What follows belongs to an exercise in optimizing a design on an open flow for small area; a production flow would make more cautious choices. The RTL was checked by simulation tests, not by an equivalence proof against the original design. Power and IR drop assume default switching activity. No driver is modelled on the clock port, so clocking that relies on it looks cheaper here than on a real chip.

## sierra
==> flow/design.v (excerpt) <==
module cam_core (
  input  logic                clk,
  input  logic                rst_3,
  input  logic [1:0]          i_mode,
  input  logic [3:0]          i_clause,
  input  logic [1:0]          i_variable,
  input  logic                i_threshold_kind,
  input  logic [31:0]         i_vars,
  input  logic [15:0]         i_leaf,
  input  logic [3:0]          i_tree_id,
  input  logic [1:0]          i_class_id,
  output logic                o_ready,
  input  logic                i_out_ready,
  output logic                o_valid,
  output logic [127:0]        o_leaves,
  output logic [31:0]         o_tree_ids,
  output logic [15:0]         o_class_ids
);
Size: roughly 5400 cells after synthesis.
==> flow/config.mk <==
export PLATFORM = sky130hd
export DESIGN_NAME = cam_core
export DESIGN_NICKNAME = cam_core
export VERILOG_FILES = /design/flow/design.v
export SDC_FILE = /design/flow/constraint.sdc
export NUM_CORES = 4
export LEC_CHECK = 0
export CAP_MARGIN = 20
export CORE_MARGIN = 2
export CORE_UTILIZATION = 65
export CTS_BUF_LIST = sky130_fd_sc_hd__clkbuf_16
export CTS_CLUSTER_DIAMETER = 100
export CTS_CLUSTER_SIZE = 30
export SLEW_MARGIN = 20
export SYNTH_HIERARCHICAL = 1
==> flow/constraint.sdc <==
create_clock -name core_clock -period 5.0 [get_ports {clk}]
set_input_delay 1.0000 -clock core_clock [delete_from_list [all_inputs] [get_ports {clk}]]
set_output_delay 1.0000 -clock core_clock [all_outputs]
set_load 0.01 [all_outputs]
run.sh (not shown) runs the stock make flow with config.mk's settings and CLKGATE_MAP_FILE= SYNTH_SCRIPT=/design/flow/synth_recipe.tcl, a recipe that flattens the netlist after the stock synthesis.
diff inputs: sierra => amber
Settings: CTS_CLUSTER_DIAMETER no longer set, was 100; CTS_BUF_LIST no longer set, was sky130_fd_sc_hd__clkbuf_16; CTS_CLUSTER_SIZE no longer set, was 30.
==> flow/flow/run.sh (new file) <==
#!/bin/bash
# Standard synthesis, then the standard layout with a few layout-only
# settings passed to the ORFS make targets:
#  - port buffers use a small buffer cell,
#  - clock tree: larger sink clusters, no dummy loads,

set -euo pipefail
bash standard.sh synth > synth.log 2>&1
bash standard.sh \
  BUFFER_PORTS_ARGS="-buffer_cell sky130_fd_sc_hd__buf_1" \
  CTS_ARGS="-sink_clustering_enable -repair_clock_nets -sink_clustering_size 28 -sink_clustering_max_diameter 100 -buf_list sky130_fd_sc_hd__clkbuf_16 -dont_use_dummy_load" \
  finish > layout.log 2>&1
==> flow/standard.sh (new file) <==
#!/bin/bash
# synth_recipe.tcl (not shown) runs the flow's synth.tcl, then flattens the netlist and writes it again
# the make line also repeats each setting of config.mk as NAME=value (left out here)
make -C /OpenROAD-flow-scripts/flow DESIGN_CONFIG=/design/flow/config.mk WORK_HOME=/design/flow/orfs CLKGATE_MAP_FILE= SYNTH_SCRIPT=/design/flow/synth_recipe.tcl "${@:-finish}"
removed: flow/run.sh
Results
- NOTE total of plain and repair buffers excluding clock buffers sierra->amber decreased by a few percent
- Relative to sierra, sum of routed wire length over all layers has decreased by 1300 um in amber.
- The share of the final layout cell area in multi-input gates in amber sits 1.1 points above the value recorded for sierra.
- Delta (amber minus sierra): part of the power in registers shows an increase of 0.6 points; critical path depth went down.
### amber -> maple
-- flow/flow/run.sh --
<<< amber, line 11
  CTS_ARGS="-sink_clustering_enable -repair_clock_nets -sink_clustering_size 28 -sink_clustering_max_diameter 100 -buf_list sky130_fd_sc_hd__clkbuf_16 -dont_use_dummy_load" \
>>> maple, line 11
  CTS_ARGS="-sink_clustering_enable -repair_clock_nets -sink_clustering_size 30 -sink_clustering_max_diameter 100 -buf_list \"sky130_fd_sc_hd__clkbuf_8 sky130_fd_sc_hd__clkbuf_16\" -dont_use_dummy_load" \
==> comparison <==
Placed cell area came out exactly the same in amber and maple. [compare] base=amber new=maple: synthesized area divided by synthesized cell count has remained practically unchanged; die boundary height roughly the same. amber completed; timing, DRC and antenna clean. maple did not run to completion, as it errored out during 4_1_cts. Taking amber as the reference, in maple horizontal die dimension barely changed, synthesized cell count barely changed, synthesized area barely changed, final weighted congestion in routability-driven placement barely changed.
The following lists how quartz was set up differently from maple:
Settings: an added CTS_CLUSTER_SIZE of 30; an added CTS_CLUSTER_DIAMETER of 100; an added CTS_BUF_LIST of sky130_fd_sc_hd__clkbuf_16.
-- flow/flow/run.sh --
<<< maple, line 11
  CTS_ARGS="-sink_clustering_enable -repair_clock_nets -sink_clustering_size 30 -sink_clustering_max_diameter 100 -buf_list \"sky130_fd_sc_hd__clkbuf_8 sky130_fd_sc_hd__clkbuf_16\" -dont_use_dummy_load" \
>>> quartz, line 11
  CTS_ARGS="-sink_clustering_enable -repair_clock_nets -sink_clustering_size 30 -sink_clustering_max_diameter 100 -buf_list sky130_fd_sc_hd__clkbuf_16 -dont_use_dummy_load" \
Of maple and quartz, only quartz finishes the flow clean. maple did not finish; a tool error ended it in 4_1_cts. As far as vertical extent of the die is concerned, quartz and maple perform about the same. Comparing maple against quartz, there is no change at all in synthesized cell count. Looking at maple and quartz, the netlist area before placement is a wash. As far as sum of net half-perimeters after detailed placement goes, quartz and maple are indistinguishable; the numbers are identical. Setup slack at placement: quartz vs maple identical. As far as I/O pin count goes, quartz and maple are indistinguishable; the numbers are identical.

port drivers added, routing unchanged:
In the flow no input, the clock included, has a driving cell. The finished layouts below were timed again as built, in two steps.
Step 1 assumes that a clkbuf_16 drives the clock port and a buf_2 every other input.
Step 2 adds t to the input delays and takes it off the output delays; t is the mean of the earliest and latest rising clock arrival at the registers after step 1. Input paths then give back, and output paths get back, about the clock's delay inside the block.
Three values: no drivers, after step 1, after step 2; two values: the first two.
| run | shift t [ns] | setup slack, ns | worst setup path after step 2 | clock arrival spread, ns |
|---|---|---|---|---|
| sierra | 0.758 | 1.244 / 1.254 / 0.495 | input to register | 0.034 / 0.035 |
| amber | 0.739 | 1.429 / 1.476 / 0.737 | input to register | 0.090 / 0.090 |
| quartz | 0.732 | 1.246 / 1.299 / 0.568 | input to register | 0.069 / 0.069 |
After both steps setup and hold are still met in every run listed. The setup slack of sierra, which loses most, moves by +0.010 ns with the drivers and by -0.749 ns with both steps.
